Context: an optimization exercise on an open-source flow, tuned for small area and a short achievable clock period. The choices shown serve that exercise and are no tape-out recipe. The RTL was checked by simulation tests, not by an equivalence proof against the original design. Power is estimated from default activity; no workload was simulated.

==> 01-02: inputs <==
## vid_top
module vid_top #(
    parameter int H_VISIBLE = 16,
    parameter int H_FRONT   = 2,
    parameter int H_SYNC    = 4,
    parameter int H_BACK    = 2,
    parameter int V_VISIBLE = 8,
    parameter int V_FRONT   = 1,
    parameter int V_SYNC    = 2,
    parameter int V_BACK    = 1
)(
    input  wire logic           clk,
    input  wire logic           reset_i,
    input  wire logic           bus_cs_n_i,
    input  wire logic           bus_rd_nwr_i,
    input  wire logic [3:0]     bus_reg_num_i,
    input  wire logic           bus_bytesel_i,
    input  wire logic [7:0]     bus_data_i,
    output logic      [7:0]     bus_data_o,
    output logic                bus_intr_o,
    output logic      [3:0]     red_o,
    output logic      [3:0]     green_o,
    output logic      [3:0]     blue_o,
    output logic                hsync_o,
    output logic                vsync_o,
    output logic                dv_de_o
);
localparam int H_TOTAL      = H_VISIBLE + H_FRONT + H_SYNC + H_BACK;
localparam int V_TOTAL      = V_VISIBLE + V_FRONT + V_SYNC + V_BACK;
localparam int H_SYNC_START = H_VISIBLE + H_FRONT;
localparam int V_SYNC_START = V_VISIBLE + V_FRONT;
localparam int H_W          = $clog2(H_TOTAL);
localparam int V_W          = $clog2(V_TOTAL);
logic [7:0]     hi_byte;
logic [15:0]    wword;
logic           wr_lo;
logic           wr_hi;
logic [7:0]     wsel;            
logic           rd_next;         
logic [15:0]    wr_addr;
logic [15:0]    wr_incr;
logic [15:0]    rd_addr;
logic [15:0]    xr_addr;
logic [15:0]    xr_data;
logic [15:0]    prefetch;
logic           xr_wr;
logic [1:0]     intr_mask;
logic [1:0]     intr_clear;
logic [1:0]     intr_status;
  ...
Settings: LEC_CHECK=0, CAP_MARGIN=20, CORE_MARGIN=2, CORE_UTILIZATION=60, CTS_BUF_LIST=sky130_fd_sc_hd__clkbuf_4 sky130_fd_sc_hd__clkbuf_8, CTS_CLUSTER_SIZE=30, SETUP_SLACK_MARGIN=4.0, SLEW_MARGIN=20; clock period 7.0 ns.
run.sh (not shown) runs the stock make flow with config.mk's settings and CLKGATE_MAP_FILE= SYNTH_SCRIPT=/design/flow/synth_recipe.tcl, a recipe that flattens the netlist after the stock synthesis.
==> inputs of 09-12, as changes to 01-02 <==
--- a/flow/design.v
+++ b/flow/design.v
@@ -21,85 +21,44 @@
 `default_nettype wire
 `default_nettype none
 `timescale 1ns/10ps
 module vram_arb(
     input  wire logic           clk,
     input  wire logic [2:0]     ph,
-    input  wire logic [1:0]     ph4,
+    input  wire logic           wr_hit_i,        
     input  wire logic [7:0]     wr_addr_i,
     input  wire logic [15:0]    wr_data_i,
     input  wire logic [7:0]     rd_addr_i,
     output logic                rd_hit_o,
     output logic [15:0]         rd_data_o,
-    input  wire logic [2:0]     vid_ring_i,      
-    input  wire logic [2:0]     vid_pos_i,
+    input  wire logic [1:0]     vid_ring_i,
+    input  wire logic [2:0]     vid_pos_i,       
     output logic [15:0]         vid_data_o
 );
-localparam int N_RING = 37;
-localparam logic [31:0] XMAP0 = 32'ha54a952a;
-localparam logic [31:0] XMAP1 = 32'hc993264c;
-localparam logic [31:0] XMAP2 = 32'h0e1c3870;
-localparam logic [31:0] XMAP3 = 32'h0fe03f80;
-localparam logic [31:0] XMAP4 = 32'h0fffc000;
-localparam logic [31:0] XMAP5 = 32'hf0000000;
-function automatic logic [5:0] xmap(input logic [4:0] q);
-    xmap = {XMAP5[q], XMAP4[q], XMAP3[q], XMAP2[q], XMAP1[q], XMAP0[q]};
-endfunction
+localparam int N_RING = 32;
+localparam int LEN    = 8;
 logic [N_RING*16-1:0]   taps;
-logic [5*7*16-1:0]      vid_cand;
-logic       w_x;
-logic [5:0] w_xmap;
-logic [4:0] w_ring;
-logic [2:0] w_slot;
-logic       w_hit7;
-logic       w_hit4;
-assign w_x    = (wr_addr_i[2:0] == 3'd7);
-assign w_xmap = xmap(wr_addr_i[7:3]);
-assign w_ring = w_x ? {2'b0, w_xmap[5:3]} : wr_addr_i[7:3];
-assign w_slot = w_x ? w_xmap[2:0] : wr_addr_i[2:0];
-assign w_hit7 = (w_slot == ph);
-assign w_hit4 = (w_slot[1:0] == ph4);
+logic [4*LEN*16-1:0]    vid_cand;
+assign rd_hit_o = (rd_addr_i[2:0] == ph);
 for (genvar r = 0; r < N_RING; r++) begin : g_ring
-    localparam int LEN = (r == N_RING - 1) ? 4 : 7;
     logic [LEN*16-1:0]  q;
     logic               we;
-    if (r < 32) begin : g_we
-        assign we = !w_x && (w_ring == 5'(r)) && w_hit7;
-    end else if (r < N_RING - 1) begin : g_we
-        assign we = w_x && (w_ring == 5'(r - 32)) && w_hit7;
-    end else begin : g_we
-        assign we = w_x && (w_ring == 5'(r - 32)) && w_hit4;
-    end
+    assign we = wr_hit_i && (wr_addr_i[7:3] == 5'(r));
     always_ff @(posedge clk) begin
         q <= {q[(LEN-1)*16-1:0], we ? wr_data_i : q[LEN*16-1 -: 16]};
     end
     assign taps[r*16 +: 16] = q[LEN*16-1 -: 16];
     if (r < 4) begin : g_vid
-        assign vid_cand[r*7*16 +: 7*16] = q;
-    end else if (r == 32) begin : g_vid
-        assign vid_cand[4*7*16 +: 7*16] = q;
-    end
-end
-logic       r_x;
-logic [5:0] r_xmap;
-logic [2:0] r_xring;
-logic [2:0] r_slot;
-logic [15:0] r_main;
-logic [15:0] r_extra;
-assign r_x      = (rd_addr_i[2:0] == 3'd7);
-assign r_xmap   = xmap(rd_addr_i[7:3]);
-assign r_xring  = r_xmap[5:3];
-assign r_slot   = r_x ? r_xmap[2:0] : rd_addr_i[2:0];
-assign rd_hit_o = (r_x && r_xring == 3'd4) ? (r_slot[1:0] == ph4) : (r_slot == ph);
-assign r_main   = taps[rd_addr_i[7:3]*16 +: 16];
-assign r_extra  = taps[(32 + r_xring)*16 +: 16];
-assign rd_data_o = r_x ? r_extra : r_main;
-logic [5*16-1:0] vid_at_pos;
-for (genvar r = 0; r < 5; r++) begin : g_vpos
-    logic [7*16-1:0] c;
-    assign c = vid_cand[r*7*16 +: 7*16];
+        assign vid_cand[r*LEN*16 +: LEN*16] = q;
+    end
+end
+assign rd_data_o = taps[rd_addr_i[7:3]*16 +: 16];
+logic [4*16-1:0] vid_at_pos;
+for (genvar r = 0; r < 4; r++) begin : g_vpos
+    logic [LEN*16-1:0] c;
+    assign c = vid_cand[r*LEN*16 +: LEN*16];
     assign vid_at_pos[r*16 +: 16] = c[vid_pos_i*16 +: 16];
 end
 assign vid_data_o = vid_at_pos[vid_ring_i*16 +: 16];
 endmodule
 `default_nettype wire
 `default_nettype none
@@ -150,14 +109,16 @@
 logic [15:0]    prefetch;
 logic           xr_wr;
 logic [1:0]     intr_mask;
 logic [1:0]     intr_clear;
 logic [1:0]     intr_status;
 logic [15:0]    rd_word;
+logic           wpend;           
 logic [7:0]     pend_addr;       
-logic [15:0]    pend_data;
+logic [7:0]     pend_lo;         
+logic           wr_hit;          
 logic           fwd_ok;          
 logic           rpend;           
 logic           rd_hit;
 logic [15:0]    rd_data;
 assign wword   = {hi_byte, bus_data_i};
 assign wr_lo   = !bus_cs_n_i && !bus_rd_nwr_i && bus_bytesel_i;
@@ -170,13 +131,13 @@
 end
 always_comb begin
     case (bus_reg_num_i)
         vid_pkg::REG_INT_CTRL: rd_word = {6'b0, intr_mask, 6'b0, intr_status};
         vid_pkg::REG_WR_ADDR:  rd_word = wr_addr;
         vid_pkg::REG_WR_INCR:  rd_word = wr_incr;
-        vid_pkg::REG_DATA:     rd_word = prefetch;
+        vid_pkg::REG_DATA:     rd_word = (rpend && rd_hit) ? rd_data : prefetch;
         vid_pkg::REG_RD_ADDR:  rd_word = rd_addr;
         vid_pkg::REG_XR_ADDR:  rd_word = xr_addr;
         vid_pkg::REG_XR_DATA:  rd_word = xr_data;
         default:               rd_word = '0;
     endcase
 end
@@ -194,12 +155,13 @@
         xr_wr      <= 1'b0;
         wr_addr    <= '0;
         wr_incr    <= '0;
         rd_addr    <= '0;
         xr_addr    <= '0;
         rpend      <= 1'b0;
+        wpend      <= 1'b0;
     end else begin
         xr_wr      <= wsel[vid_pkg::REG_XR_DATA];
         intr_clear <= wsel[vid_pkg::REG_INT_CTRL] ? wword[1:0] : 2'b0;
         if (wsel[vid_pkg::REG_INT_CTRL]) begin
             intr_mask <= wword[9:8];
         end
@@ -218,12 +180,17 @@
         end
         if (wsel[vid_pkg::REG_XR_ADDR]) begin
             xr_addr <= wword;
         end else if (xr_wr) begin
             xr_addr <= xr_addr + 1'b1;
         end
+        if (wsel[vid_pkg::REG_DATA]) begin
+            wpend <= 1'b1;
+        end else if (wr_hit) begin
+            wpend <= 1'b0;
+        end
         if (wsel[vid_pkg::REG_RD_ADDR] || rd_next) begin
             rpend <= 1'b1;
         end else if (rd_hit) begin
             rpend <= 1'b0;
         end
     end
@@ -234,23 +201,22 @@
     end
     if (wsel[vid_pkg::REG_XR_DATA]) begin
         xr_data <= wword;
     end
     if (wsel[vid_pkg::REG_DATA]) begin
         pend_addr <= wr_addr[7:0];
-        pend_data <= wword;
+        pend_lo   <= bus_data_i;
     end
     fwd_ok <= !wsel[vid_pkg::REG_DATA];
     if (rpend && rd_hit) begin
         prefetch <= rd_data;
     end
 end
 logic [H_W-1:0] h_count, h_next;
 logic [V_W-1:0] v_count, v_next;
 logic [2:0]     ph, ph_next;         
-logic [1:0]     ph4;
 logic           de;
 logic           fetch;
 logic [4:0]     vid_word;
 always_comb begin
     h_next = h_count + 1'b1;
     v_next = v_count;
@@ -259,63 +225,65 @@
         v_next = (v_count == V_W'(V_TOTAL - 1)) ? '0 : v_count + 1'b1;
     end
     if (reset_i) begin
         h_next = '0;
         v_next = '0;
     end
-    ph_next = (ph == 3'd0) ? 3'd6 : ph - 1'b1;
+    ph_next = ph - 1'b1;
 end
 always_ff @(posedge clk) begin
     h_count <= h_next;
     v_count <= v_next;
     ph      <= ph_next;
-    ph4     <= ph4 - 1'b1;
 end
 assign de       = (h_count < H_W'(H_VISIBLE)) && (v_count < V_W'(V_VISIBLE));
 assign fetch    = de && (h_count[1:0] == 2'd0);
 assign vid_word = {v_count[2:0], h_count[3:2]};
 logic [H_W-1:0] h_inc;
 logic [4:0]     wn;
-logic [2:0]     sn;
-logic [3:0]     pn;
-logic [2:0]     posn;
-logic [2:0]     vid_ring;        
+logic [1:0]     vid_ring;        
 logic [2:0]     vid_pos;         
 logic [15:0]    vid_mem;
 logic [15:0]    vid_data;
 assign h_inc = h_count + 1'b1;
 always_comb begin
     wn = {v_count[2:0], h_inc[3:2]};
     if (h_count == H_W'(H_TOTAL - 1)) begin
         wn = (v_count == V_W'(V_TOTAL - 1)) ? 5'd0 : {v_count[2:0] + 3'd1, 2'd0};
     end
-    sn   = (wn[2:0] == 3'd7) ? {1'b0, wn[4:3]} : wn[2:0];
-    pn   = {1'b0, sn} + {1'b0, 3'd6 - ph_next};
-    posn = (pn >= 4'd7) ? 3'(pn - 4'd7) : pn[2:0];
 end
 always_ff @(posedge clk) begin
     if (reset_i) begin
-        vid_ring <= 3'd0;
-        vid_pos  <= 3'd6 - ph_next;
+        vid_ring <= 2'd0;
+        vid_pos  <= 3'd0 - ph;
+    end else begin
+        vid_ring <= wn[4:3];
+        vid_pos  <= wn[2:0] - ph;
+    end
+end
+always_ff @(posedge clk) begin
+    if (reset_i) begin
+        wr_hit <= 1'b0;
+    end else if (wsel[vid_pkg::REG_DATA]) begin
+        wr_hit <= (wr_addr[2:0] == ph_next);
     end else begin
-        vid_ring <= (wn[2:0] == 3'd7) ? 3'd4 : {1'b0, wn[4:3]};
-        vid_pos  <= posn;
+        wr_hit <= wpend && !wr_hit && (pend_addr[2:0] == ph_next);
     end
 end
 vram_arb vram_arb(
-    .clk(clk),
-    .ph(ph),                    .ph4(ph4),
-    .wr_addr_i(pend_addr),      .wr_data_i(pend_data),
+    .clk(clk),                  .ph(ph),
+    .wr_hit_i(wr_hit),          .wr_addr_i(pend_addr),
+    .wr_data_i({hi_byte, pend_lo}),
     .rd_addr_i(rd_addr[7:0]),   .rd_hit_o(rd_hit),
     .rd_data_o(rd_data),
     .vid_ring_i(vid_ring),      .vid_pos_i(vid_pos),
     .vid_data_o(vid_mem)
 );
 always_ff @(posedge clk) begin
     if (fetch) begin
-        vid_data <= (fwd_ok && pend_addr == {3'b0, vid_word}) ? pend_data : vid_mem;
+        vid_data <= (wpend && fwd_ok && pend_addr == {3'b0, vid_word}) ? {hi_byte, pend_lo} : vid_mem;
     end
 end
 logic [11:0]    palette [16];
 logic [3:0]     pix_idx;
 logic [2:0]     de_d;
 logic [2:0]     hs_d;
CORE_UTILIZATION = 40   (was 60)
CTS_BUF_LIST = default   (was sky130_fd_sc_hd__clkbuf_4 sky130_fd_sc_hd__clkbuf_8)
CTS_CLUSTER_DIAMETER = 50   (was default)
==> reports/metrics.yaml <==
drt:
  met3_length_um: 9730
  wl_met1_um: 106000
synth:
  ys_seq_area_frac: 0.813
  synth_xor_xnor_area_share: 0.00355
  syn_inst: 6627
worst_setup_path:
  reg2reg_slack_ns: 4.03
  r2r_start: "rd_addr[5]$_SDFFE_PP0P_"
  cp_top_family: "simple AND/OR/NAND/NOR gates"
  ff2ff_path_depth: 9
global_routing:
  gr-usage-met1: 0.218
pwr:
  power_clock_uw: 19400
  p_seq_uw: 25800
floorplan:
  die_h_um: 537
cells_and_area:
  synthToLayoutAreaGrowth_pct: 14.7
  multi_input_area_share: 0.157
placed_design:
  gp_congestion: 0.875
outcome:
  status: "finished clean"
(the above is from 09-12)
==> reports/metrics.yaml <==
floorplan:
  die_h_um: 446
synth:
  syn_inst: 7017
  synth_xor_xnor_area_share: 0.00455
placed_design:
  gp_congestion: 0.876
worst_setup_path:
  r2r_start: "pend_addr[3]$_DFFE_PP_"
  ff2ff_path_depth: 11
drt:
  met3_length_um: 14500
  wl_met1_um: 121000
outcome:
  status: "finished clean"
global_routing:
  gr-usage-met1: 0.375
(the above is from 01-02)

## port drivers added, routing unchanged
No port has a modelled driver above. Below, the same layouts with a new extraction and two added sets of constraints.
Step 1 assumes that a clkbuf_16 drives the clock port and a buf_2 every other input.
Step 2 moves the port delays by t, midway between the first and last clock arrival at a register: inputs arrive t later, outputs are due t later. That takes back most of the time a late clock gives input paths.
a / b / c = no drivers / after step 1 / after step 2; a / b = the first two.
| run | t, ns | setup slack, ns | hold WS [ns] |
|---|---|---|---|
| 01-02 | 1.119 | 3.710 / 3.710 / 3.001 | 0.303 / 0.303 / 0.303 |
| 09-12 | 1.004 | 4.033 / 3.976 / 3.165 | 0.272 / 0.272 / 0.272 |
After both steps setup and hold are still met in every run listed. The setup slack of 09-12, which loses most, moves by -0.057 ns with the drivers and by -0.868 ns with both steps.
